This design comes from an exercise in tuning for small area and a short achievable clock period on the open sky130 flow, not from production work.
Function was checked by simulation only, so behaviour that the tests miss may differ from the original.
Power and IR drop assume default switching activity.

## job 5289
// conv3x3_pe
module conv3x3_pe #(
    parameter int SHIFT = 4,
    parameter int ACC_W = 21
) (
    input  logic         clk,
    input  logic         rst,
    input  logic [7:0]   p00,
    input  logic [7:0]   p01,
    input  logic [7:0]   p02,
    input  logic [7:0]   p10,
    input  logic [7:0]   p11,
    input  logic [7:0]   p12,
    input  logic [7:0]   p20,
    input  logic [7:0]   p21,
    input  logic [7:0]   p22,
    input  logic         window_valid,
    input  logic         w_load,
    input  logic [3:0]   w_idx,
    input  logic [7:0]   w_data,
    output logic [7:0]   out_pixel,
    output logic         out_valid,
    output logic [15:0]  out_count
);
For scale: roughly 2100 cells after synthesis, roughly 300 flip-flops, ~23000 um2 of cells after synthesis.
export LEC_CHECK = 0
export ABC_CLOCK_PERIOD_IN_PS = 2000
export CAP_MARGIN = 20
export CORE_MARGIN = 2
export CORE_UTILIZATION = 40
export CTS_CLUSTER_DIAMETER = 120
export CTS_CLUSTER_SIZE = 20
export SETUP_SLACK_MARGIN = 2.0
export SLEW_MARGIN = 20
export SYNTH_HIERARCHICAL = 1
export SYNTH_MINIMUM_KEEP_SIZE = 0
create_clock -name core_clock -period 5.5 [get_ports {clk}]
standard.sh (not shown) runs the stock make flow with config.mk's settings and CLKGATE_MAP_FILE= SYNTH_SCRIPT=/design/flow/synth_recipe.tcl, a recipe that flattens the netlist after the stock synthesis.
==> flow/flow/run.sh <==
#!/bin/bash
# Own flow: the standard layout (standard.sh: the standard synthesis and
# ORFS steps, unchanged), except that the port buffers buffer_ports inserts
# during global placement are plain buf_1 cells instead of the default pick.
set -euo pipefail
export BUFFER_PORTS_ARGS="-buffer_cell sky130_fd_sc_hd__buf_1"
bash standard.sh > standard_flow.log 2>&1
diff inputs: job 5289 => job 8724
- CTS_CLUSTER_DIAMETER now 100, was 120
- SETUP_SLACK_MARGIN now 1.8, was 2.0
- CTS_CLUSTER_SIZE now 25, was 20
Notes after the runs:
Pin slew with the least headroom to its limit: job 8724 > job 5289. Job 8724 against job 5289: data required time of the worst path increased by 30 ps relative to the old numbers; total power up 4.1%. Diff job 8724..job 5289 | utilization after layout | negligible. Job 8724: all stages complete, timing, DRC and antenna checks passed. Higher power density over the cells goes to job 8724 over job 5289. Job 8724 vs job 5289, total met3 wirelength after detailed routing went down by about 2.5%.
diff inputs: job 8724 => job 4406
- removing CTS_CLUSTER_DIAMETER (formerly 100)
- removing CTS_CLUSTER_SIZE (formerly 25)
==> comparison <==
Job 4406 ran to completion and came out clean on the timing, DRC and antenna checks.
Met3 wire length: job 4406 higher than job 8724
NOTE number of fill cells job 8724->job 4406 decreased slightly
Compared with job 8724, job 4406 has extra setup slack.
Comparing job 4406 and job 8724, combinational share of power is higher on job 8724.
As of job 4406, detailed-route wire length had risen slightly compared to job 8724.
Between job 4406 and job 8724, the length of routed met2 wiring is lower for job 8724.
[inputs] job 1916 vs job 4406
- SETUP_SLACK_MARGIN now 2.1, was 1.8
Wire: job 1916 routes more than job 4406. Per the comparison of job 1916 with job 4406, via count went up by about 1%; area of the multi-input gates moved up. Compared with job 4406, job 1916 shows a clock period minus final worst setup slack that is 60 ps lower.
### job 1916 -> job 3805
- SETUP_SLACK_MARGIN changed from 2.1 to 1.8
- CTS_CLUSTER_DIAMETER newly set to 150
- CTS_CLUSTER_SIZE newly set to 30
Findings:
In job 3805 the internal power turned out about 23% lower than in job 1916.
In the tables for job 3805 and job 1916, normalized max-slew margin reads lower with job 3805.
Area: job 3805 vs job 1916 -> job 3805 smaller
Job 1916 -> job 3805: clock power decreased by more than a quarter
The run with more routed wire is job 1916, not job 3805.
In the flow results for job 3805 and job 1916, the flip-flop and latch share of the layout cell area is smaller on job 1916.
Job 3805 vs job 1916 — total power dropped 19%.
The first-pass GRT wire length in job 3805 was lower than what job 1916 gave.

* * *

R:
Another version of the RTL of conv3x3_pe (not shown whole).
Size: about 110 I/O pins, ~22,000 um2 of cells after synthesis.
clock: 5.5 ns
lec_check: 0
abc_clock_period_in_ps: 2000
cap_margin: 20
core_margin: 2
core_utilization: 40
setup_slack_margin: 1.8
slew_margin: 20
synth_hierarchical: 1
synth_minimum_keep_size: 0
run.sh (not shown) runs the stock make flow with config.mk's settings and CLKGATE_MAP_FILE= SYNTH_SCRIPT=/design/flow/synth_recipe.tcl, a recipe that flattens the netlist after the stock synthesis.
Stock flow here: none of the scripts above is used.
diff inputs: R => T
- SETUP_SLACK_MARGIN: 1.8 -> 1.4
Results
Higher share of the cycle needed by the critical path after routing goes to T over R. Re total net switching power: T is 5.5% down on R. Final cell count, T vs R: down slightly. Against R, T comes in 0.21 ns lower on worst setup slack. In the flow results for R and T, the sequential power is larger on T.

* * *

RTL: one of the versions met above, not the one the previous note started from.
Size in the first run: roughly 2100 cells after synthesis, about 300 flip-flops, roughly 110 I/O pins, ~23000 um2 of cells after synthesis.
## conv3x3_pe
module conv3x3_pe #(
    parameter int SHIFT = 4,
    parameter int ACC_W = 21
) (
    input  logic         clk,
    input  logic         rst,
    input  logic [7:0]   p00,
    input  logic [7:0]   p01,
    input  logic [7:0]   p02,
    input  logic [7:0]   p10,
    input  logic [7:0]   p11,
    input  logic [7:0]   p12,
    input  logic [7:0]   p20,
    input  logic [7:0]   p21,
    input  logic [7:0]   p22,
    input  logic         window_valid,
    input  logic         w_load,
    input  logic [3:0]   w_idx,
    input  logic [7:0]   w_data,
    output logic [7:0]   out_pixel,
    output logic         out_valid,
    output logic [15:0]  out_count
);
==> flow/config.mk <==
export PLATFORM = sky130hd
export DESIGN_NAME = conv3x3_pe
export DESIGN_NICKNAME = conv3x3_pe
export VERILOG_FILES = /design/flow/design.v
export SDC_FILE = /design/flow/constraint.sdc
export NUM_CORES = 4
export LEC_CHECK = 0
export ABC_CLOCK_PERIOD_IN_PS = 2000
export CAP_MARGIN = 20
export CORE_MARGIN = 2
export CORE_UTILIZATION = 40
export CTS_CLUSTER_DIAMETER = 120
export CTS_CLUSTER_SIZE = 20
export SETUP_SLACK_MARGIN = 1.8
export SLEW_MARGIN = 20
export SYNTH_HIERARCHICAL = 1
export SYNTH_MINIMUM_KEEP_SIZE = 0
==> flow/constraint.sdc <==
create_clock -name core_clock -period 5.5 [get_ports {clk}]
set_input_delay 1.1000 -clock core_clock [delete_from_list [all_inputs] [get_ports {clk}]]
set_output_delay 1.1000 -clock core_clock [all_outputs]
set_load 0.01 [all_outputs]
standard.sh (not shown) runs the stock make flow with config.mk's settings and CLKGATE_MAP_FILE= SYNTH_SCRIPT=/design/flow/synth_recipe.tcl, a recipe that flattens the netlist after the stock synthesis.
Scripts as last shown in full above: flow/flow/run.sh
Then changed:
CTS_CLUSTER_DIAMETER = unset   (was 120)
CTS_CLUSTER_SIZE = unset   (was 20)
SETUP_SLACK_MARGIN = 2.4   (was 1.8)
Effect:
- die area does not change
- power is higher by 24%
- synthesized cell count is unchanged
- clock power is higher by 70%
- setup slack gains 0.020 ns
- cell area is higher by 14%
- cell count is higher by 5.0%
- via count is higher by 4.9%

re-timing with driven ports:
The flow's constraints put no driver on any port. The routed layouts listed below were extracted and timed again, unchanged, in two steps.
Step 1 (the two cells are an assumption about what drives the block):
set clk [get_ports {clk}]
set_driving_cell -lib_cell sky130_fd_sc_hd__clkbuf_16 $clk
set_driving_cell -lib_cell sky130_fd_sc_hd__buf_2 [delete_from_list [all_inputs] $clk]
Step 2 adds t to the input delays and takes it off the output delays; t is the mean of the earliest and latest rising clock arrival at the registers after step 1. Input paths then give back, and output paths get back, about the clock's delay inside the block.
Slacks: ideal ports / drivers / drivers and shift; pairs: ideal ports / drivers.
run	t, ns	setup slack, ns	worst setup path after step 2	clock arrival spread, ns	slew at the worst register clock pin (ns)
job 5289	0.607	1.844 / 1.844 / 1.844	register to register	0.030 / 0.031	0.10 / 0.10
job 8724	0.615	1.799 / 1.799 / 1.799	register to register	0.043 / 0.043	0.10 / 0.10
job 4406	0.617	1.811 / 1.811 / 1.811	register to register	0.036 / 0.037	0.07 / 0.07
job 1916	0.612	1.871 / 1.871 / 1.871	register to register	0.029 / 0.028	0.07 / 0.07
job 3805	0.591	1.843 / 1.843 / 1.843	register to register	0.022 / 0.021	0.12 / 0.12
R	0.615	1.690 / 1.690 / 1.690	register to register	0.030 / 0.031	0.06 / 0.06
T	0.631	1.479 / 1.479 / 1.479	register to register	0.018 / 0.019	0.07 / 0.07
the first run of note 3	0.604	1.834 / 1.834 / 1.834	register to register	0.038 / 0.038	0.11 / 0.11
the second run of note 3	0.624	1.855 / 1.855 / 1.855	register to register	0.044 / 0.044	0.07 / 0.07
After both steps every run listed still meets setup and hold.
